Background: an optimization exercise with open tools, aiming at small area and a short achievable clock period. Do not read the settings as production practice.
RTL that was checked went through simulation tests only; none was proved equivalent to the original.
No functional check of the RTL was part of run 2.

==> flow/design.v (outline; a module is shown in full before it is edited, if it fits) <==
// module kb_booth_enc: 16 lines
// module kb_scaler: 504 lines
// module attack_arbiter: 149 lines
module attack_arbiter #(
  parameter int unsigned        STUN_W      = 24,
  parameter logic [STUN_W-1:0]  STUN_CYCLES = 24'd20,
  parameter int unsigned        DMG_W       = 10,
  parameter int unsigned        DMG_MAX     = 999
) (
  input  logic             clock,
  input  logic             reset,
  input  logic [31:0]      p1_attack,
  input  logic [31:0]      p1_knockback,
  input  logic [31:0]      p2_attack,
  input  logic [31:0]      p2_knockback,
  output logic [DMG_W-1:0] p1_damage,
  output logic [DMG_W-1:0] p2_damage,
  output logic [31:0]      p1_kb_out,
  output logic             p1_kb_valid,
  output logic [31:0]      p2_kb_out,
  output logic             p2_kb_valid,
  output logic             p1_stunned,
  output logic             p2_stunned,
  output logic             clash
);
  // ...
==> flow/run.sh <==
#!/bin/bash
# synth_recipe.tcl (not shown) runs the flow's synth.tcl, then flattens the netlist and writes it again
# the make line also repeats each setting of config.mk as NAME=value (left out here)
make -C /OpenROAD-flow-scripts/flow DESIGN_CONFIG=/design/flow/config.mk WORK_HOME=/design/flow/orfs CLKGATE_MAP_FILE= SYNTH_SCRIPT=/design/flow/synth_recipe.tcl finish
==> flow/config.mk <==
export PLATFORM = sky130hd
export DESIGN_NAME = attack_arbiter
export DESIGN_NICKNAME = attack_arbiter
export VERILOG_FILES = /design/flow/design.v
export SDC_FILE = /design/flow/constraint.sdc
export NUM_CORES = 4
export LEC_CHECK = 0
export CAP_MARGIN = 20
export CORE_MARGIN = 2
export CORE_UTILIZATION = 40
export SLEW_MARGIN = 20
==> flow/constraint.sdc <==
create_clock -name core_clock -period 12.0 [get_ports {clock}]
set_input_delay 2.4000 -clock core_clock [delete_from_list [all_inputs] [get_ports {clock}]]
set_output_delay 2.4000 -clock core_clock [all_outputs]
set_load 0.01 [all_outputs]
==> flow_summary.ini, run 1 <==
[run_status]
outcome = finished clean

[global_routing]
antenna_found_initial = 0
met1_usage = 0.315
track_usage = 0.219
grtUsageMet3 = 0.0292

[cells_and_area]
stdcell_area_um2 = 21800
final_cell_mix = inv_1, dfxtp_1, xnor2_1, clkdlybuf4s50_1, a22oi_1
fin_util = 0.465
buffer_area_frac = 0.0926
nNonClkInverters = 223
clock_area_frac = 0.0266
seqCellArea_um2 = 3950
fill_cells = 4590

[detailed_routing]
post_drt_wl_per_cell_um = 18.7
drtIter0Drc = 1391
met1_length_um = 26400

[setup_path]
critical_path_class = in2reg
critical-path-max-stage-delay_ns = 0.64
endpoint = opOne[5]$_DFF_P_
critPathSlowestCell = nor4_1

[placed_design]
portBuffers = 178

[cts]
cts_sinks = 196
tritoncts = yes
cts-root-buf = clkbuf_16
cts_buffer_depth = 2

[die]
die_area_um2 = 49300
ios = 219

[yosys]
seq_area_frac_synth = 0.208
==> module attack_arbiter, before the edit <==
module attack_arbiter #(
  parameter int unsigned        STUN_W      = 24,
  parameter logic [STUN_W-1:0]  STUN_CYCLES = 24'd20,
  parameter int unsigned        DMG_W       = 10,
  parameter int unsigned        DMG_MAX     = 999
) (
  input  logic             clock,
  input  logic             reset,
  input  logic [31:0]      p1_attack,
  input  logic [31:0]      p1_knockback,
  input  logic [31:0]      p2_attack,
  input  logic [31:0]      p2_knockback,
  output logic [DMG_W-1:0] p1_damage,
  output logic [DMG_W-1:0] p2_damage,
  output logic [31:0]      p1_kb_out,
  output logic             p1_kb_valid,
  output logic [31:0]      p2_kb_out,
  output logic             p2_kb_valid,
  output logic             p1_stunned,
  output logic             p2_stunned,
  output logic             clash
);
  localparam int unsigned SW = 5;
  logic              p1Block, p2Block;        
  logic              p1Pending, p2Pending;
  logic [1:0]        p1Code, p2Code;
  logic              vicIsP1;
  logic [31:0]       atkKb, othKb;
  logic [DMG_W-1:0]  opDamage;
  logic [5:0]        opOne, opTwo;
  logic [4:0]        opNeg;
  logic [SW-1:0]     p1StunCount, p2StunCount;
  logic [DMG_W-1:0]  p1Damage, p2Damage;
  logic [31:0]       p1KbOut, p2KbOut;
  logic              p1KbValid, p2KbValid, clashReg;
  logic              eval;                    
  logic              p1HitEv, p2HitEv, p1Stun, p2Stun;
  logic              p1Cand, p2Cand, p1Victim, p2Victim, clashNow;
  logic              p1PendNext, p2PendNext, vicIsP1Next;
  logic [1:0]        p1CodeNext, p2CodeNext, atkCodeNext;
  logic [31:0]       p1KbNext, p2KbNext;
  logic [DMG_W-1:0]  vicDamage, dmgNext;
  logic [DMG_W:0]    dmgSum;
  logic [DMG_W:0]    factorNext;
  logic [5:0]        oneNext, twoNext;
  logic [4:0]        negNext;
  logic [31:0]       kbScaled;
  assign p1Stun = (p1StunCount != '0);
  assign p2Stun = (p2StunCount != '0);
  assign p1HitEv = p1_attack[attack_pkg::HIT] & p1_attack[attack_pkg::ACTIVE] & ~p1Block & ~p1Stun
                   & attack_pkg::hitValid(p1_attack[attack_pkg::SPEC_N:attack_pkg::SMASH_U]);
  assign p2HitEv = p2_attack[attack_pkg::HIT] & p2_attack[attack_pkg::ACTIVE] & ~p2Block & ~p2Stun
                   & attack_pkg::hitValid(p2_attack[attack_pkg::SPEC_N:attack_pkg::SMASH_U]);
  always_comb begin
    p1Cand   = p1Pending & ~p1Stun & ~p2Stun;
    p2Cand   = p2Pending & ~p1Stun & ~p2Stun;
    p1Victim = eval & p2Cand & (~p1Cand
               | (attack_pkg::hitTier(p2Code) > attack_pkg::hitTier(p1Code)));
    p2Victim = eval & p1Cand & (~p2Cand
               | (attack_pkg::hitTier(p1Code) > attack_pkg::hitTier(p2Code)));
    clashNow = eval & p1Cand & p2Cand
               & (attack_pkg::hitTier(p1Code) == attack_pkg::hitTier(p2Code));
  end
  always_comb begin
    p1PendNext  = reset & (p1HitEv | (p1Pending & ~eval));
    p2PendNext  = reset & (p2HitEv | (p2Pending & ~eval));
    p1CodeNext  = p1HitEv ? attack_pkg::hitCode(p1_attack[attack_pkg::SPEC_N:attack_pkg::SMASH_U]) : p1Code;
    p2CodeNext  = p2HitEv ? attack_pkg::hitCode(p2_attack[attack_pkg::SPEC_N:attack_pkg::SMASH_U]) : p2Code;
    vicIsP1Next = (p1HitEv | p2HitEv)
                  ? p2PendNext & (~p1PendNext
                    | (attack_pkg::hitTier(p2CodeNext) > attack_pkg::hitTier(p1CodeNext)))
                  : vicIsP1;
    p1KbNext    = p1HitEv ? p1_knockback : (vicIsP1 ? othKb : atkKb);
    p2KbNext    = p2HitEv ? p2_knockback : (vicIsP1 ? atkKb : othKb);
    atkCodeNext = vicIsP1Next ? p2CodeNext : p1CodeNext;
    vicDamage   = vicIsP1Next ? p1Damage : p2Damage;
    dmgSum      = {1'b0, vicDamage} + (DMG_W+1)'(attack_pkg::hitDmg(atkCodeNext));
    dmgNext     = (dmgSum > (DMG_W+1)'(DMG_MAX)) ? DMG_W'(DMG_MAX) : dmgSum[DMG_W-1:0];
    factorNext  = {1'b0, dmgNext} + (DMG_W+1)'(128);
  end
  kb_booth_enc uEnc (.m(factorNext), .bo(oneNext), .bt(twoNext), .bn(negNext));
  kb_scaler uKb (.base(atkKb), .bo(opOne), .bt(opTwo), .bn(opNeg), .scaled(kbScaled));
  always_ff @(posedge clock) begin
    if (!reset) begin
      p1Block <= p1_attack[attack_pkg::ACTIVE];
      p2Block <= p2_attack[attack_pkg::ACTIVE];
    end else begin
      if (p1HitEv) p1Block <= 1'b1;
      else if (!p1_attack[attack_pkg::ACTIVE]) p1Block <= 1'b0;
      if (p2HitEv) p2Block <= 1'b1;
      else if (!p2_attack[attack_pkg::ACTIVE]) p2Block <= 1'b0;
    end
  end
  always_ff @(posedge clock) begin
    p1Pending <= p1PendNext;
    p2Pending <= p2PendNext;
    p1Code    <= p1CodeNext;
    p2Code    <= p2CodeNext;
    vicIsP1   <= vicIsP1Next;
    atkKb     <= vicIsP1Next ? p2KbNext : p1KbNext;
    othKb     <= vicIsP1Next ? p1KbNext : p2KbNext;
    opDamage  <= dmgNext;
    opOne     <= oneNext;
    opTwo     <= twoNext;
    opNeg     <= negNext;
  end
  always_ff @(posedge clock) begin
    if (!reset) begin
      eval        <= 1'b0;
      p1Damage    <= '0;
      p2Damage    <= '0;
      p1KbOut     <= '0;
      p2KbOut     <= '0;
      p1KbValid   <= 1'b0;
      p2KbValid   <= 1'b0;
      p1StunCount <= '0;
      p2StunCount <= '0;
      clashReg    <= 1'b0;
    end else begin
      eval      <= ~eval & ~p1KbValid & ~p2KbValid & (p1Pending | p2Pending);
      p1KbValid <= p1Victim;
      p2KbValid <= p2Victim;
      clashReg  <= clashNow;
      if (p1Victim) begin
        p1Damage    <= opDamage;
        p1KbOut     <= kbScaled;
        p1StunCount <= SW'(STUN_CYCLES);
      end else if (p1Stun) begin
        p1StunCount <= p1StunCount - SW'(1);
      end
      if (p2Victim) begin
        p2Damage    <= opDamage;
        p2KbOut     <= kbScaled;
        p2StunCount <= SW'(STUN_CYCLES);
      end else if (p2Stun) begin
        p2StunCount <= p2StunCount - SW'(1);
      end
    end
  end
  assign p1_damage   = p1Damage;
  assign p2_damage   = p2Damage;
  assign p1_kb_out   = p1KbOut;
  assign p2_kb_out   = p2KbOut;
  assign p1_kb_valid = p1KbValid;
  assign p2_kb_valid = p2KbValid;
  assign p1_stunned  = p1Stun;
  assign p2_stunned  = p2Stun;
  assign clash       = clashReg;
endmodule
==> inputs of run 2 (changes only) <==
--- a/flow/design.v
+++ b/flow/design.v
@@ -26,6 +26,27 @@
   function automatic logic [1:0] hitTier(input logic [1:0] c);
     hitTier = {c[1] | ~c[0], c[0]};
   endfunction
+  function automatic logic [20:0] hitOperands(input logic [9:0] dmg, input logic [1:0] c);
+    logic [4:0] lo;
+    logic [5:0] hi, hiInc, up;
+    logic [3:0] mHi, mHi0, mHi1;
+    logic       sat0, sat1, sat;
+    logic [9:0] dNew;
+    logic [10:0] m;
+    lo    = {1'b0, dmg[3:0]} + {1'b0, hitDmg(c)};
+    hi    = dmg[9:4];
+    hiInc = hi + 6'd1;
+    sat0  = (hi == 6'd63) | ((hi == 6'd62) & lo[3]);
+    sat1  = (hi >= 6'd62) | ((hi == 6'd61) & lo[3]);
+    mHi0  = {1'b0, hi[5:3]} + 4'd1;
+    mHi1  = {1'b0, hiInc[5:3]} + 4'd1;
+    sat   = lo[4] ? sat1 : sat0;
+    up    = lo[4] ? hiInc : hi;
+    mHi   = lo[4] ? mHi1 : mHi0;
+    dNew  = sat ? 10'd999 : {up, lo[3:0]};
+    m     = sat ? 11'd1127 : {mHi, up[2:0], lo[3:0]};
+    hitOperands = {m, dNew};
+  endfunction
 endpackage
 module kb_booth_enc (
   input  logic [10:0] m,
@@ -586,10 +607,10 @@
   logic              p1HitEv, p2HitEv, p1Stun, p2Stun;
   logic              p1Cand, p2Cand, p1Victim, p2Victim, clashNow;
   logic              p1PendNext, p2PendNext, vicIsP1Next;
-  logic [1:0]        p1CodeNext, p2CodeNext, atkCodeNext;
+  logic [1:0]        p1CodeNext, p2CodeNext;
   logic [31:0]       p1KbNext, p2KbNext;
-  logic [DMG_W-1:0]  vicDamage, dmgNext;
-  logic [DMG_W:0]    dmgSum;
+  logic [DMG_W-1:0]  dmgNext;
+  logic [20:0]       p1VicOps, p2VicOps;      
   logic [DMG_W:0]    factorNext;
   logic [5:0]        oneNext, twoNext;
   logic [4:0]        negNext;
@@ -621,11 +642,9 @@
                   : vicIsP1;
     p1KbNext    = p1HitEv ? p1_knockback : (vicIsP1 ? othKb : atkKb);
     p2KbNext    = p2HitEv ? p2_knockback : (vicIsP1 ? atkKb : othKb);
-    atkCodeNext = vicIsP1Next ? p2CodeNext : p1CodeNext;
-    vicDamage   = vicIsP1Next ? p1Damage : p2Damage;
-    dmgSum      = {1'b0, vicDamage} + (DMG_W+1)'(attack_pkg::hitDmg(atkCodeNext));
-    dmgNext     = (dmgSum > (DMG_W+1)'(DMG_MAX)) ? DMG_W'(DMG_MAX) : dmgSum[DMG_W-1:0];
-    factorNext  = {1'b0, dmgNext} + (DMG_W+1)'(128);
+    p1VicOps    = attack_pkg::hitOperands(p1Damage, p2CodeNext);
+    p2VicOps    = attack_pkg::hitOperands(p2Damage, p1CodeNext);
+    {factorNext, dmgNext} = vicIsP1Next ? p1VicOps : p2VicOps;
   end
   kb_booth_enc uEnc (.m(factorNext), .bo(oneNext), .bt(twoNext), .bn(negNext));
   kb_scaler uKb (.base(atkKb), .bo(opOne), .bt(opTwo), .bn(opNeg), .scaled(kbScaled));
--- a/flow/config.mk
+++ b/flow/config.mk
@@ -8,4 +8,5 @@
 export CAP_MARGIN = 20
 export CORE_MARGIN = 2
 export CORE_UTILIZATION = 40
+export SETUP_SLACK_MARGIN = 5
 export SLEW_MARGIN = 20
==> run 2 against run 1 <==
  * Die area is 0.45% lower
  * Still clean on timing, DRC and antenna
  * First-iteration DRC count is 13% lower
  * Synthesized area is 0.45% lower
  * Global-route usage is 0.35 points higher
  * Setup slack better by 2.4 ns
  * Largest cell class unchanged
  * Critical path depth is 11 lower
==> flow_summary.ini, run 2 <==
[run_status]
outcome = finished clean

[setup_path]
crit_arrival_ns = 6.99
critical_path_class = in2reg
worstPathMaxFanout = 71
critical_path_required_ns = 12.45
crit_path_start_kind = input pin
crit_path_end_kind = register

[die]
start_util = 0.405
rows = 79
die_w_um = 221
core_area_um2 = 46700
die_area_um2 = 49000
ios = 219
die_h_um = 221

[yosys]
synthFlopType = dfxtp_1
netlist_instances = 2278
syn_area_um2 = 18900
synthArstFlopShare = 0
synthDistinctLibCells = 82
yosys.area.top_type = dfxtp_1
synth_top_area_share = 0.205
syn_nets = 2641
synth_edf_count = 2
yosysWarnings = 2
yosysMostFrequentCell = inv_1
syn_area_per_cell_um2 = 8.30
ys_ff_latch = 196
synth_area_leaders = dfxtp_1, fa_1, xnor2_1
seq_area_frac_synth = 0.209
synth.cells.most_frequent = inv_1, dfxtp_1, a22oi_1, a21oi_1, xnor2_1

[detailed_routing]
drt-total-wl_um = 55000
post_drt_wl_per_cell_um = 18.6
drtIter0Drc = 1217
vias = 16700
via_per_inst = 5.65
postRouteAntennaNets = 0
drtPass1Iterations = 17
drcViolationCount = 0

[cells_and_area]
nets = 2699
layout-drive-gt1-share = 0.0409
fin_util = 0.465
fill_cells = 4606
n_antenna_cell = 0
final_cell_mix = inv_1, dfxtp_1, clkdlybuf4s50_1
stdcell_area_um2 = 21700
layout_commonest_cell = inv_1
multi_input_area_um2 = 13400
area_growth_pct = 14.8
seqCellArea_um2 = 3960

[cts]
clk-insertion-delay-late_ns = 0.50
cts-root-buf = clkbuf_16
cts_setup_buffers = 0
clk_transition_reported_paths_ns = 0.08
post_cts_resized = 0
h-tree-depth = 4
cts_sinks = 196
cts_buffer_depth = 2
tritoncts = yes
hold_buffers = 0
cts_made_buffers = 17

[placed_design]
placed_cell_area_um2 = 21100
gp_congestion = 0.903
preCtsSetupSlack_ns = 4.68
dp_hpwl_um = 40100
portBuffers = 178

[global_routing]
grt_overflow = 0
antenna_found_initial = 0
grt_pass1_vias = 16400
track_usage = 0.223
grt_pass1_wl_um = 88500
grt_max_degree = 73

[timing]
slew_violations = 0
clock.fmax_mhz = 153
fin_crit_sh = 0.545
finalHoldViolations = 0
setup_ws_ns = 5.46
tightest_slew_ns = 1.05
grt_setup_unrepaired = no
max-slew-margin-rel = 0.299
fin_crit_ns = 6.54
fin_skew_ns = 0.0204
setup_viol = 0
fin_tns_setup_ns = 0

[min_path]
hold_path.class = reg2reg

[run]
drv_cap = 0
==> run 2: per-layer routing <==
layer / track usage / part of all wire
met1: 0.313 / 0.47
met2: 0.349 / 0.45
met3: 0.0385 / 0.063
met4: 0.0663 / 0.015
met5: 0 / 0
==> run 2: cell type report <==
class | instances | area share
sequential | 196 | 0.182
multi-input combinational | 1656 | 0.618
clock buffer | 19 | 0.0209
timing repair buffer | 207 | 0.0919
tap | 607 | 0.0350
clock inverter | 13 | 0.00726
inverter | 258 | 0.0446
==> run 2: worst max-delay path, stage by stage <==
cell and delay, ns:
clkdlybuf4s50_1 0.50, nand4b_1 0.24, a21oi_4 0.18, buf_4 0.60, o22ai_1 0.37, nand2b_1 0.29
fa_1 0.45, a21o_1 0.19, a21o_1 0.24, o31ai_1 0.23, o21ai_0 0.12, a211oi_1 0.24
buf_4 0.23, a22oi_1 0.21, or3_1 0.41, nand2_1 0.07
==> run 2: stage by stage <==
stage,cells,hold slack (ns)
floorplan,2278,0.444
global placement,2923,0.438
detailed placement,2923,0.448
CTS,2955,0.467
global route,2956,0.493
finish,2956,0.461
==> run 2: logic make-up (layout without fill, tap and decap cells) <==
| logic type | count (synthesis) | count (layout) | share of synthesized area |
|---|---|---|---|
| simple gates | 430 | 430 | 0.107 |
| xor+xnor | 214 | 214 | 0.0991 |
| fa+ha+maj | 233 | 233 | 0.199 |
| compound gates | 642 | 642 | 0.227 |
| flops | 196 | 196 | 0.209 |
| buf+inv | 426 | 497 | 0.0856 |
| mux | 137 | 137 | 0.0728 |
==> run 2: worst paths after layout <==
path	start	to	slack, ns	depth (start not counted)
hold reg to reg	p1KbOut[11]$_SDFFE_PN0P_	p1KbOut[11]$_SDFFE_PN0P_	0.46	2
hold / removal	p1KbOut[11]$_SDFFE_PN0P_	p1KbOut[11]$_SDFFE_PN0P_	0.46	2
setup reg to reg	atkKb[9]$_DFF_P_	p2KbOut[0]$_SDFFE_PN0P_	5.48	16
setup / recovery	p1_attack[11]	opTwo[3]$_DFF_P_	5.46	16
==> inputs of run 3 (changes only) <==
--- a/flow/design.v
+++ b/flow/design.v
@@ -595,11 +595,12 @@
   logic              p1Pending, p2Pending;
   logic [1:0]        p1Code, p2Code;
   logic              vicIsP1;
-  logic [31:0]       atkKb, othKb;
+  logic [31:0]       atkKb;
   logic [DMG_W-1:0]  opDamage;
   logic [5:0]        opOne, opTwo;
   logic [4:0]        opNeg;
-  logic [SW-1:0]     p1StunCount, p2StunCount;
+  logic [SW-1:0]     stunCount;
+  logic              stunIsP2;
   logic [DMG_W-1:0]  p1Damage, p2Damage;
   logic [31:0]       p1KbOut, p2KbOut;
   logic              p1KbValid, p2KbValid, clashReg;
@@ -608,15 +609,14 @@
   logic              p1Cand, p2Cand, p1Victim, p2Victim, clashNow;
   logic              p1PendNext, p2PendNext, vicIsP1Next;
   logic [1:0]        p1CodeNext, p2CodeNext;
-  logic [31:0]       p1KbNext, p2KbNext;
   logic [DMG_W-1:0]  dmgNext;
   logic [20:0]       p1VicOps, p2VicOps;      
   logic [DMG_W:0]    factorNext;
   logic [5:0]        oneNext, twoNext;
   logic [4:0]        negNext;
   logic [31:0]       kbScaled;
-  assign p1Stun = (p1StunCount != '0);
-  assign p2Stun = (p2StunCount != '0);
+  assign p1Stun = (stunCount != '0) & ~stunIsP2;
+  assign p2Stun = (stunCount != '0) & stunIsP2;
   assign p1HitEv = p1_attack[attack_pkg::HIT] & p1_attack[attack_pkg::ACTIVE] & ~p1Block & ~p1Stun
                    & attack_pkg::hitValid(p1_attack[attack_pkg::SPEC_N:attack_pkg::SMASH_U]);
   assign p2HitEv = p2_attack[attack_pkg::HIT] & p2_attack[attack_pkg::ACTIVE] & ~p2Block & ~p2Stun
@@ -640,8 +640,6 @@
                   ? p2PendNext & (~p1PendNext
                     | (attack_pkg::hitTier(p2CodeNext) > attack_pkg::hitTier(p1CodeNext)))
                   : vicIsP1;
-    p1KbNext    = p1HitEv ? p1_knockback : (vicIsP1 ? othKb : atkKb);
-    p2KbNext    = p2HitEv ? p2_knockback : (vicIsP1 ? atkKb : othKb);
     p1VicOps    = attack_pkg::hitOperands(p1Damage, p2CodeNext);
     p2VicOps    = attack_pkg::hitOperands(p2Damage, p1CodeNext);
     {factorNext, dmgNext} = vicIsP1Next ? p1VicOps : p2VicOps;
@@ -665,8 +663,7 @@
     p1Code    <= p1CodeNext;
     p2Code    <= p2CodeNext;
     vicIsP1   <= vicIsP1Next;
-    atkKb     <= vicIsP1Next ? p2KbNext : p1KbNext;
-    othKb     <= vicIsP1Next ? p1KbNext : p2KbNext;
+    if (vicIsP1Next ? p2HitEv : p1HitEv) atkKb <= vicIsP1Next ? p2_knockback : p1_knockback;
     opDamage  <= dmgNext;
     opOne     <= oneNext;
     opTwo     <= twoNext;
@@ -681,8 +678,8 @@
       p2KbOut     <= '0;
       p1KbValid   <= 1'b0;
       p2KbValid   <= 1'b0;
-      p1StunCount <= '0;
-      p2StunCount <= '0;
+      stunCount   <= '0;
+      stunIsP2    <= 1'b0;
       clashReg    <= 1'b0;
     end else begin
       eval      <= ~eval & ~p1KbValid & ~p2KbValid & (p1Pending | p2Pending);
@@ -690,18 +687,18 @@
       p2KbValid <= p2Victim;
       clashReg  <= clashNow;
       if (p1Victim) begin
-        p1Damage    <= opDamage;
-        p1KbOut     <= kbScaled;
-        p1StunCount <= SW'(STUN_CYCLES);
-      end else if (p1Stun) begin
-        p1StunCount <= p1StunCount - SW'(1);
+        p1Damage <= opDamage;
+        p1KbOut  <= kbScaled;
       end
       if (p2Victim) begin
-        p2Damage    <= opDamage;
-        p2KbOut     <= kbScaled;
-        p2StunCount <= SW'(STUN_CYCLES);
-      end else if (p2Stun) begin
-        p2StunCount <= p2StunCount - SW'(1);
+        p2Damage <= opDamage;
+        p2KbOut  <= kbScaled;
+      end
+      if (p1Victim | p2Victim) begin
+        stunCount <= SW'(STUN_CYCLES);
+        stunIsP2  <= p2Victim;
+      end else if (stunCount != '0) begin
+        stunCount <= stunCount - SW'(1);
       end
     end
   end
--- a/flow/config.mk
+++ b/flow/config.mk
@@ -8,5 +8,4 @@
 export CAP_MARGIN = 20
 export CORE_MARGIN = 2
 export CORE_UTILIZATION = 40
-export SETUP_SLACK_MARGIN = 5
 export SLEW_MARGIN = 20
==> run 3 against run 2 <==
  * Still clean
  * Final area is 10% lower
  * Non-clock buffer count fell by 7
  * Synthesized cell count is 14% lower
  * Wire length shrank 11%
  * Clock skew up 0.0081 ns
  * Maximum frequency shrank 11%
  * Critical path type unchanged
  * Largest cell class unchanged
==> flow_summary.ini, run 3 <==
[run_status]
outcome = finished clean

[timing]
tightest_slew_ns = 1.03
max-slew-margin-rel = 0.309
fin_skew_ns = 0.0285
setup_ws_ns = 4.62
grt_setup_unrepaired = no
fin_tns_setup_ns = 0
setup_viol = 0
finalHoldViolations = 0
fin_crit_ns = 7.38
slew_violations = 0
clock.fmax_mhz = 136
fin_crit_sh = 0.615

[detailed_routing]
post_drt_wl_per_cell_um = 18.8
drtPass1Iterations = 6
drtIter0Drc = 1144
drt-total-wl_um = 48900
postRouteAntennaNets = 0
via_per_inst = 5.60
vias = 14600
drcViolationCount = 0

[yosys]
synth_edf_count = 34
synthFlopType = dfxtp_1
seq_area_frac_synth = 0.211
yosys.area_share.adder = 0.224
synth-compound-area-share = 0.226
syn_nets = 2328
synthMuxAreaShare = 0.0253
netlist_instances = 1966
synth_top_area_share = 0.150
synth-xor-area-share = 0.114
synthArstFlopShare = 0
synth_area_leaders = dfxtp_1, fa_1, xnor2_1
yosys.area.top_type = dfxtp_1
synth.cells.most_frequent = inv_1, xnor2_1, a22oi_1, nand2_1, dfxtp_1
synth_top_family_by_area = compound AO/OA/AOI/OAI gates
synth_simple_gate_area_share = 0.108
syn_area_per_cell_um2 = 8.54
syn_area_um2 = 16800
yosysMostFrequentCell = inv_1
ys_ff_latch = 160
synthDistinctLibCells = 75
yosysWarnings = 2

[global_routing]
track_usage = 0.226
antenna_found_initial = 1
grt_pass1_vias = 14100
grt_overflow = 0
grt_max_degree = 37
grt_pass1_wl_um = 78900

[min_path]
hold-path-cell-count = 1
hp-start = p1KbValid$_SDFF_PN0_
hold_end = eval$_SDFF_PN0_
hold_path.class = reg2reg

[cts]
cts_buffer_depth = 2
clk-insertion-delay-late_ns = 0.48
h-tree-depth = 4
clk_transition_reported_paths_ns = 0.07
post_cts_resized = 0
tritoncts = yes
cts_sinks = 160
cts-root-buf = clkbuf_16
hold_buffers = 0
cts_setup_buffers = 0
cts_made_buffers = 17

[die]
start_util = 0.403
die_w_um = 209
ios = 219
die_area_um2 = 43600
core_area_um2 = 41700
rows = 75
die_h_um = 209

[setup_path]
crit_path_start_kind = input pin
r2r_setup_slack_ns = 5.14
critPathSlowestCell = or4_1
reg2reg_to = p1KbOut[2]$_SDFFE_PN0P_
worstPathMaxFanout = 35
crit_arrival_ns = 7.73
crit_path_start = p2_attack[6]
critical-path-max-stage-delay_ns = 0.56
critical_path_class = in2reg
critical_path_required_ns = 12.35
worstPathCellList = clkdlybuf4s50_1 > or4_1 > nor4b_1 > nor4_4 > o21ai_0 > inv_1 > nand2_1 > ha_1 > nor2b_1 > o21ai_0 > nor3_1 > and2_1 > a311o_2 > buf_4 > o21a_4 > a22oi_1 > ha_1
reg2regPathDepth = 20
crit_path_end_kind = register
worstReg2RegStart = opOne[1]$_DFF_P_

[placed_design]
portBuffers = 178
gp_congestion = 0.873
preCtsSetupSlack_ns = 4.17
dp_hpwl_um = 35900
placed_cell_area_um2 = 18900

[cells_and_area]
final_cell_mix = inv_1, xnor2_1, clkdlybuf4s50_1
area_growth_pct = 16.3
fill_cells = 4131
layout_commonest_cell = inv_1
layout-drive-gt1-share = 0.0582
largest_registers = atkKb x32, p1KbOut x32, p2KbOut x32
n_antenna_cell = 0
nets = 2412
stdcell_area_um2 = 19500

[run]
drv_cap = 0
[run 3: cell types whose count changed after synthesis, sizes merged, moves of 16 or more]
cell    delta
dfxtp     -68
nor2      -66
a21oi     -77
a211oi    +20
clkbuf    -17
nand2     +24
o21a      -17
mux2i    -130
buf       -16
edfxtp    +32
a21boi    -22
o31ai     -18
mux2      +31
[run 3: worst max-delay path: cells and delay by family]
family                     cells  cell delay, ns
adders and majority gates      2            0.60
AOI/OAI and AO/OA              5            1.99
buffers and inverters          3            0.87
and+or+nand+nor                7            1.84
[run 3: cell type report]
| type | instances | area [um2] | share of cell area |
|---|---|---|---|
| multi-input combinational | 1402 | 11700 | 0.601 |
| timing repair buffer | 200 | 1950 | 0.0998 |
| tap | 539 | 674 | 0.0346 |
| clock inverter | 11 | 126 | 0.00648 |
| inverter | 269 | 1010 | 0.0518 |
| sequential | 160 | 3550 | 0.182 |
| clock buffer | 21 | 472 | 0.0242 |
[run 3: cells by family (layout without fill, tap and decap cells)]
kind of cell,after synthesis,after routing
adders and majority gates,232,232
DFF,160,160
AOI/OAI and AO/OA,543,543
xor gates and xnor gates,219,219
buffers and inverters,404,501
and+or+nand+nor,370,370
muxes,38,38
[run 3: how the worst max path moves through the flow]
stage                         endpoint
CTS                   opNeg[3]$_DFF_P_
finish                opOne[3]$_DFF_P_
detailed placement    opOne[3]$_DFF_P_
floorplan           atkKb[0]$_DFFE_PP_
global route          opNeg[3]$_DFF_P_
global placement      opOne[3]$_DFF_P_
[run 3: metal layers]
layer / part of all wire / GRT usage
met1: 0.48 / 0.327
met2: 0.44 / 0.343
met3: 0.068 / 0.0485
met4: 0.012 / 0.0552
met5: 0.00037 / 0
[run 3: per-stage QoR]
| stage | hold WS [ns] | util | std cells |
|---|---|---|---|
| after floorplan | 0.432 | - | 1966 |
| after global placement | 0.438 | 0.454 | 2570 |
| after detailed placement | 0.449 | 0.454 | 2570 |
| after CTS | 0.458 | 0.468 | 2602 |
| after global routing | 0.474 | 0.468 | 2602 |
| final | 0.450 | 0.468 | 2602 |
==> inputs of run 4 (changes only) <==
--- a/flow/design.v
+++ b/flow/design.v
@@ -27,20 +27,31 @@
     hitTier = {c[1] | ~c[0], c[0]};
   endfunction
   function automatic logic [20:0] hitOperands(input logic [9:0] dmg, input logic [1:0] c);
-    logic [4:0] lo;
+    logic [4:0] lo, lo0, lo1, lo2, lo3;
     logic [5:0] hi, hiInc, up;
     logic [3:0] mHi, mHi0, mHi1;
-    logic       sat0, sat1, sat;
+    logic       sat0, sat1, sat0h, sat1h, sat;
     logic [9:0] dNew;
     logic [10:0] m;
-    lo    = {1'b0, dmg[3:0]} + {1'b0, hitDmg(c)};
+    lo0   = {1'b0, dmg[3:0]} + {1'b0, hitDmg(2'd0)};
+    lo1   = {1'b0, dmg[3:0]} + {1'b0, hitDmg(2'd1)};
+    lo2   = {1'b0, dmg[3:0]} + {1'b0, hitDmg(2'd2)};
+    lo3   = {1'b0, dmg[3:0]} + {1'b0, hitDmg(2'd3)};
+    case (c)
+      2'd0:    lo = lo0;
+      2'd1:    lo = lo1;
+      2'd2:    lo = lo2;
+      default: lo = lo3;
+    endcase
     hi    = dmg[9:4];
     hiInc = hi + 6'd1;
-    sat0  = (hi == 6'd63) | ((hi == 6'd62) & lo[3]);
-    sat1  = (hi >= 6'd62) | ((hi == 6'd61) & lo[3]);
+    sat0  = (hi == 6'd63);
+    sat0h = (hi == 6'd62);
+    sat1  = (hi >= 6'd62);
+    sat1h = (hi == 6'd61);
     mHi0  = {1'b0, hi[5:3]} + 4'd1;
     mHi1  = {1'b0, hiInc[5:3]} + 4'd1;
-    sat   = lo[4] ? sat1 : sat0;
+    sat   = lo[4] ? (sat1 | (sat1h & lo[3])) : (sat0 | (sat0h & lo[3]));
     up    = lo[4] ? hiInc : hi;
     mHi   = lo[4] ? mHi1 : mHi0;
     dNew  = sat ? 10'd999 : {up, lo[3:0]};
==> flow/flow/run.sh (new file) <==
#!/bin/bash
set -euo pipefail
MARGIN=$(cat flow/margin.txt)
bash standard.sh synth > synth.log 2>&1
bash standard.sh SETUP_SLACK_MARGIN="$MARGIN" finish > layout.log 2>&1
==> flow/flow/margin.txt (new file) <==
6
==> flow/standard.sh (new file) <==
#!/bin/bash
# synth_recipe.tcl (not shown) runs the flow's synth.tcl, then flattens the netlist and writes it again
# the make line also repeats each setting of config.mk as NAME=value (left out here)
make -C /OpenROAD-flow-scripts/flow DESIGN_CONFIG=/design/flow/config.mk WORK_HOME=/design/flow/orfs CLKGATE_MAP_FILE= SYNTH_SCRIPT=/design/flow/synth_recipe.tcl "${@:-finish}"
removed: flow/run.sh
==> run 4 against run 3 <==
  * Die area is 1.5% higher
  * Synthesized cell count is 7.6% higher
  * Sequential share of layout area is 1.2 points lower
  * Critical path depth is 2 higher
==> flow_summary.ini, run 4 <==
[die]
rows = 75
die_w_um = 210
start_util = 0.405
ios = 219
core_area_um2 = 42000
die_h_um = 210
die_area_um2 = 44300

[setup_path]
crit_arrival_ns = 6.32
crit_path_end_kind = register
worstPathMaxFanout = 6
critical_path_required_ns = 12.40
crit_path_start_kind = input pin
critical_path_class = in2reg
r2r_setup_slack_ns = 6.22

[yosys]
synth_edf_count = 34
syn_area_um2 = 17000
netlist_instances = 2115
synth.cells.most_frequent = inv_1, nand2_1, xnor2_1, a21oi_1, a22oi_1
syn_nets = 2475
synthArstFlopShare = 0
ys_ff_latch = 160
synth_top_area_share = 0.148
yosys.area.top_type = dfxtp_1
yosysMostFrequentCell = inv_1
yosysWarnings = 2
synthFlopType = dfxtp_1
synth_area_leaders = dfxtp_1, fa_1, xnor2_1
synthDistinctLibCells = 84
seq_area_frac_synth = 0.208
syn_area_per_cell_um2 = 8.06

[cells_and_area]
area_growth_pct = 23.2
nets = 2623
n_antenna_cell = 0
largest_registers = atkKb x32, p1KbOut x32, p2KbOut x32
fill_cells = 4035
layout_commonest_cell = inv_1
layout-drive-gt1-share = 0.106
final_cell_mix = inv_1, nand2_1, xnor2_1

[global_routing]
grt_max_degree = 63
grt_pass1_wl_um = 86600
antenna_found_initial = 0
grt_overflow = 0
track_usage = 0.247
grt_pass1_vias = 16400

[timing]
fin_tns_setup_ns = 0
setup_viol = 0
clock.fmax_mhz = 169
whs_ns = 0.450
grt_setup_unrepaired = no
fin_skew_ns = 0.0144
finalHoldViolations = 0
fin_crit_ns = 5.91
max-slew-margin-rel = 0.357
tightest_slew_ns = 0.957
slew_violations = 0
fin_crit_sh = 0.493

[detailed_routing]
post_drt_wl_per_cell_um = 19.6
drtPass1Iterations = 6
drt-total-wl_um = 55100
via_per_inst = 5.68
postRouteAntennaNets = 0
vias = 16000
drcViolationCount = 0
drtIter0Drc = 1184

[cts]
cts_made_buffers = 17
cts_buffer_depth = 2
h-tree-depth = 4
clk-insertion-delay-late_ns = 0.47
clk_transition_reported_paths_ns = 0.07
tritoncts = yes
cts_sinks = 160
cts-root-buf = clkbuf_16

[run]
drv_cap = 0

[placed_design]
dp_hpwl_um = 38000
portBuffers = 178
gp_congestion = 0.920

[run_status]
outcome = finished clean

[min_path]
hold_path.class = reg2reg
[run 4: changes by cell type in the layout (fill, tap and decap cells not counted), moves of 18 or more]
cell	before	now
a211oi_1	31	12
a21oi_1	97	169
buf_4	22	78
mux2_2	35	6
nand2_1	167	227
nor2_1	63	84
o21a_1	6	24
[run 4: final timing paths]
check             depth (start not counted)                start                       end
hold reg to reg                           2  opDamage[2]$_DFF_P_  p2Damage[2]$_SDFFE_PN0P_
setup / recovery                         19         p2_attack[7]          opTwo[3]$_DFF_P_
hold / removal                            2  opDamage[2]$_DFF_P_  p2Damage[2]$_SDFFE_PN0P_
setup reg to reg                         24  atkKb[14]$_DFFE_PP_   p2KbOut[4]$_SDFFE_PN0P_
[run 4: cell type report]
cell class                      instances  area (um2)  area share
Clock buffer                           20         458      0.0218
Clock inverter                         12         116     0.00554
Inverter                              278        1070      0.0508
Multi-Input combinational cell       1529       12400       0.592
Sequential cell                       160        3560       0.169
Tap cell                              539         674      0.0321
Timing Repair Buffer                  276        2690       0.128
Timing Repair inverter                  1        8.76    0.000417
[run 4: kinds of logic after synthesis]
kind of cell,share of synthesized area
and+or+nand+nor,0.126
AOI/OAI and AO/OA,0.233
buffers and inverters,0.0954
DFF,0.208
adders and majority gates,0.218
muxes,0.00749
xor gates and xnor gates,0.112
[run 4: critical path, cell delays in order]
cell             delay [ns]
clkdlybuf4s50_1        0.42
or4_4                  0.53
nor4_4                 0.28
buf_4                  0.18
o21bai_4               0.08
nand2_2                0.09
nand2_2                0.08
ha_4                   0.28
o21a_1                 0.12
nor2_2                 0.05
xnor2_1                0.18
a21oi_1                0.08
a31oi_2                0.27
a2111oi_4              0.13
buf_4                  0.17
o311ai_4               0.40
o22a_2                 0.30
buf_4                  0.13
mux2i_1                0.15
[run 4: metal layers]
layer	global-route usage	part of all wire	vias up	routed length [um]
li1	-	-	7524	-
met1	0.300	0.41	7849	22800
met2	0.436	0.50	535	27600
met3	0.0405	0.057	89	3160
met4	0.100	0.029	0	1610
met5	0	0	-	0
[run 4: repair_timing]
| action | in CTS | in global routing |
|---|---|---|
| setup buffers | 23 | 48 |
| pin swaps | 16 | 41 |
| hold buffers | 0 | 0 |
| endpoints found under the setup margin | 117 | 76 |
| gates cloned | 3 | 0 |
| gates resized for setup | 57 | 85 |
[run 4: stage by stage]
stage	instance area, um2	utilization	cells	setup slack, ns
floorplan	17100	-	2115	6.01
global placement	19200	0.456	2707	4.10
detailed placement	19200	0.456	2707	3.96
CTS	20300	0.482	2765	6.00
global route	21000	0.499	2815	5.94
finish	21000	0.499	2815	6.09
==> inputs of run 5 (changes only) <==
==> flow/run.sh (new file) <==
#!/bin/bash
# synth_recipe.tcl (not shown) runs the flow's synth.tcl, then flattens the netlist and writes it again
# the make line also repeats each setting of config.mk as NAME=value (left out here)
make -C /OpenROAD-flow-scripts/flow DESIGN_CONFIG=/design/flow/config.mk WORK_HOME=/design/flow/orfs CLKGATE_MAP_FILE= SYNTH_SCRIPT=/design/flow/synth_recipe.tcl finish
--- a/flow/config.mk
+++ b/flow/config.mk
@@ -8,4 +8,5 @@
 export CAP_MARGIN = 20
 export CORE_MARGIN = 2
 export CORE_UTILIZATION = 40
+export SETUP_SLACK_MARGIN = 5
 export SLEW_MARGIN = 20
removed: flow/flow/run.sh
removed: flow/flow/margin.txt
removed: flow/standard.sh
==> run 5 against run 4 <==
  * Still clean
  * Clock-buffer cell count unchanged
  * Global-route usage shrank 0.84 points
  * Sequential share of layout area rose by 0.97 points
  * Register-to-register slack got worse by 0.87 ns
  * Via count decreased by 2.9%
  * Cell count fell by 2.5%
  * Clock skew grew 0.0060 ns
  * Worst hold slack improved by 0.00064 ns
  * Largest cell class unchanged
==> flow_summary.ini, run 5 <==
[run_status]
outcome = finished clean

[yosys]
synth_top_area_share = 0.148
synthFlopType = dfxtp_1
ys_ff_latch = 160
yosysWarnings = 2
synth.cells.most_frequent = inv_1, nand2_1, xnor2_1, a21oi_1, a22oi_1
yosysMostFrequentCell = inv_1
netlist_instances = 2115
syn_area_um2 = 17000
seq_area_frac_synth = 0.208
syn_area_per_cell_um2 = 8.06
yosys.area.top_type = dfxtp_1
synth_area_leaders = dfxtp_1, fa_1, xnor2_1
synthArstFlopShare = 0
syn_nets = 2475
synth_edf_count = 34
synthDistinctLibCells = 84

[cells_and_area]
largest_registers = atkKb x32, p1KbOut x32, p2KbOut x32
final_cell_mix = inv_1, nand2_1, xnor2_1
stdcell_area_um2 = 19800
fill_cells = 4157
final_cell_count_no_fill = 2745
area_growth_pct = 16.3
n_antenna_cell = 0
layout-drive-gt1-share = 0.0512
fin_util = 0.472
layout_commonest_cell = inv_1
nets = 2553

[cts]
tritoncts = yes
cts-root-buf = clkbuf_16
cts_sinks = 160
clk-insertion-delay-late_ns = 0.46
hold_buffers = 0
h-tree-depth = 4
cts_buffer_depth = 2
clk_transition_reported_paths_ns = 0.07
cts_made_buffers = 17

[die]
die_w_um = 210
die_h_um = 210
rows = 75
start_util = 0.405
core_area_um2 = 42000
ios = 219
die_area_um2 = 44300

[detailed_routing]
drtIter0Drc = 1194
via_per_inst = 5.66
vias = 15500
postRouteAntennaNets = 0
drtPass1Iterations = 6
drcViolationCount = 0
post_drt_wl_per_cell_um = 19.1
drt-total-wl_um = 52500

[global_routing]
grt_max_degree = 63
grt_pass1_wl_um = 84800
grt_pass1_vias = 15900
track_usage = 0.239
antenna_found_initial = 0
grt_overflow = 0

[setup_path]
critical_path_class = in2reg
worstReg2RegStart = opOne[0]$_DFF_P_
crit_path_start = p1_attack[6]
worstPathMaxFanout = 33
crit_arrival_ns = 7.00
critical_path_required_ns = 12.34
critPathSlowestCell = or4_1
worstPathCellList = clkdlybuf4s50_1 > or4_1 > nor4_2 > a2111o_1 > and2_1 > nand2b_1 > inv_1 > ha_1 > a21oi_1 > a21oi_1 > o211a_1 > o32ai_4 > buf_4 > o311ai_4 > buf_4 > o22ai_1 > inv_1 > ha_1
critical-path-max-stage-delay_ns = 0.59
crit_path_start_kind = input pin
crit_path_end_kind = register
path_delay_family = simple AND/OR/NAND/NOR gates
worst-path-buf-inv = 5

[min_path]
hold_path.class = reg2reg
hp-start = opDamage[9]$_DFF_P_

[run]
drv_cap = 0

[timing]
fin_crit_sh = 0.555
grt_setup_unrepaired = yes
slew_violations = 0
fin_crit_ns = 6.66
fin_tns_setup_ns = 0
tightest_slew_ns = 0.907
finalHoldViolations = 0
clock.fmax_mhz = 150
fin_skew_ns = 0.0204
max-slew-margin-rel = 0.380
setup_viol = 0

[placed_design]
dp_hpwl_um = 38200
placed_cell_area_um2 = 19200
portBuffers = 178
dp.cells = 2710
gp_congestion = 0.923
-- run 5: cell count changes in the layout (fill, tap and decap cells not counted), moves of 6 or more --
cell,change
buf_4,-48
buf_6,-11
clkdlybuf4s50_1,+11
dlymetal6s2s_1,-11
ha_1,+7
nor2_1,+8
o21ai_0,+6
-- run 5: worst paths after layout --
| kind | end | slack, ns | depth (start not counted) |
|---|---|---|---|
| worst max register to register | p2KbOut[4]$_SDFFE_PN0P_ | 5.35 | 19 |
| worst max-delay path | opOne[1]$_DFF_P_ | 5.34 | 18 |
| worst min register to register | p2Damage[9]$_SDFFE_PN0P_ | 0.45 | 2 |
| worst min-delay path | p2Damage[9]$_SDFFE_PN0P_ | 0.45 | 2 |
-- run 5: metrics by stage --
stage               worst slack, ns  hold slack (ns)
floorplan                      5.25            0.432
global placement               4.09            0.436
detailed placement             4.04            0.446
CTS                            5.04            0.448
global route                   4.95            0.470
finish                         5.34            0.450
-- run 5: worst register-to-register path: stages, from the launching register on --
cell and delay [ns]:
dfxtp_1 0.56, buf_4 0.40, a22oi_1 0.17, xor2_1 0.19, fa_1 0.57, inv_1 0.06
fa_1 0.49, inv_1 0.05, fa_1 0.48, inv_1 0.04, ha_1 0.44, nand4_1 0.17
o311ai_1 0.74, a21oi_1 0.30, a211o_1 0.33, a32oi_1 0.41, nor4_1 0.16, nor2b_1 0.44
nor2_2 0.22, a221oi_1 0.33
-- run 5: area by class of cell --
class / instances / area [um2] / area share
clock buffer: 20 / 478 / 0.0241
clock inverter: 12 / 111 / 0.00562
inverter: 278 / 1050 / 0.0530
multi-input combinational: 1528 / 12000 / 0.603
sequential: 160 / 3550 / 0.179
tap: 539 / 674 / 0.0340
timing repair buffer: 208 / 2000 / 0.101
-- run 5: metal layers --
layer  global-route usage  share of wire  vias up
met5                    0              0        -
met4               0.0847          0.027        0
met3               0.0274          0.043       93
met2                0.420           0.49      470
met1                0.303           0.44     7597
li1                     -              -     7380
-- run 5: cells by family after synthesis --
family | count (synthesis) | synth area share
buffers and inverters | 427 | 0.0954
XOR/XNOR | 217 | 0.112
AND/OR/NAND/NOR | 474 | 0.126
multiplexers | 12 | 0.00749
adder cells (fa/ha/maj) | 230 | 0.218
flip-flops | 160 | 0.208
AO/OA/AOI/OAI | 595 | 0.233
-- run 5: timing repair --
| item | CTS | global route |
|---|---|---|
| gates cloned | 0 | 0 |
| endpoints found under the setup margin | 20 | 61 |
| pin swaps | 0 | 1 |
| endpoints found under the hold margin | 0 | 0 |
| gates resized for setup | 4 | 9 |
| setup buffers | 0 | 3 |

-- separate check: timing with driven ports --
Ports are ideal in the flow. The routed layouts listed here were re-timed in OpenROAD.
Step 1 sets driving cells, clkbuf_16 on the clock port and buf_2 on the other inputs (assumed; they add their load-dependent delay and slew).
Step 2, shift: input delay + t, output delay - t, t = (earliest + latest rising clock arrival at the registers) / 2. This alone moves slack from input paths to output paths.
Slacks: ideal / step 1 / step 2; pairs: ideal / step 1.
run	shift t [ns]	setup WS [ns]	worst register clock-pin slew, ns	worst data-port slew with drivers (ns)
run 1	0.518	3.053 / 3.070 / 2.553	0.09 / 0.09	0.05
run 2	0.547	5.463 / 5.482 / 4.943	0.09 / 0.09	0.06
run 3	0.525	4.622 / 4.655 / 4.130	0.09 / 0.09	0.04
run 4	0.516	6.086 / 6.110 / 5.595	0.08 / 0.08	0.05
run 5	0.504	5.335 / 5.355 / 4.852	0.08 / 0.08	0.05
After both steps every run listed still meets setup and hold. The setup slack of run 2, which loses most, moves by +0.019 ns with the drivers and by -0.520 ns with both steps.
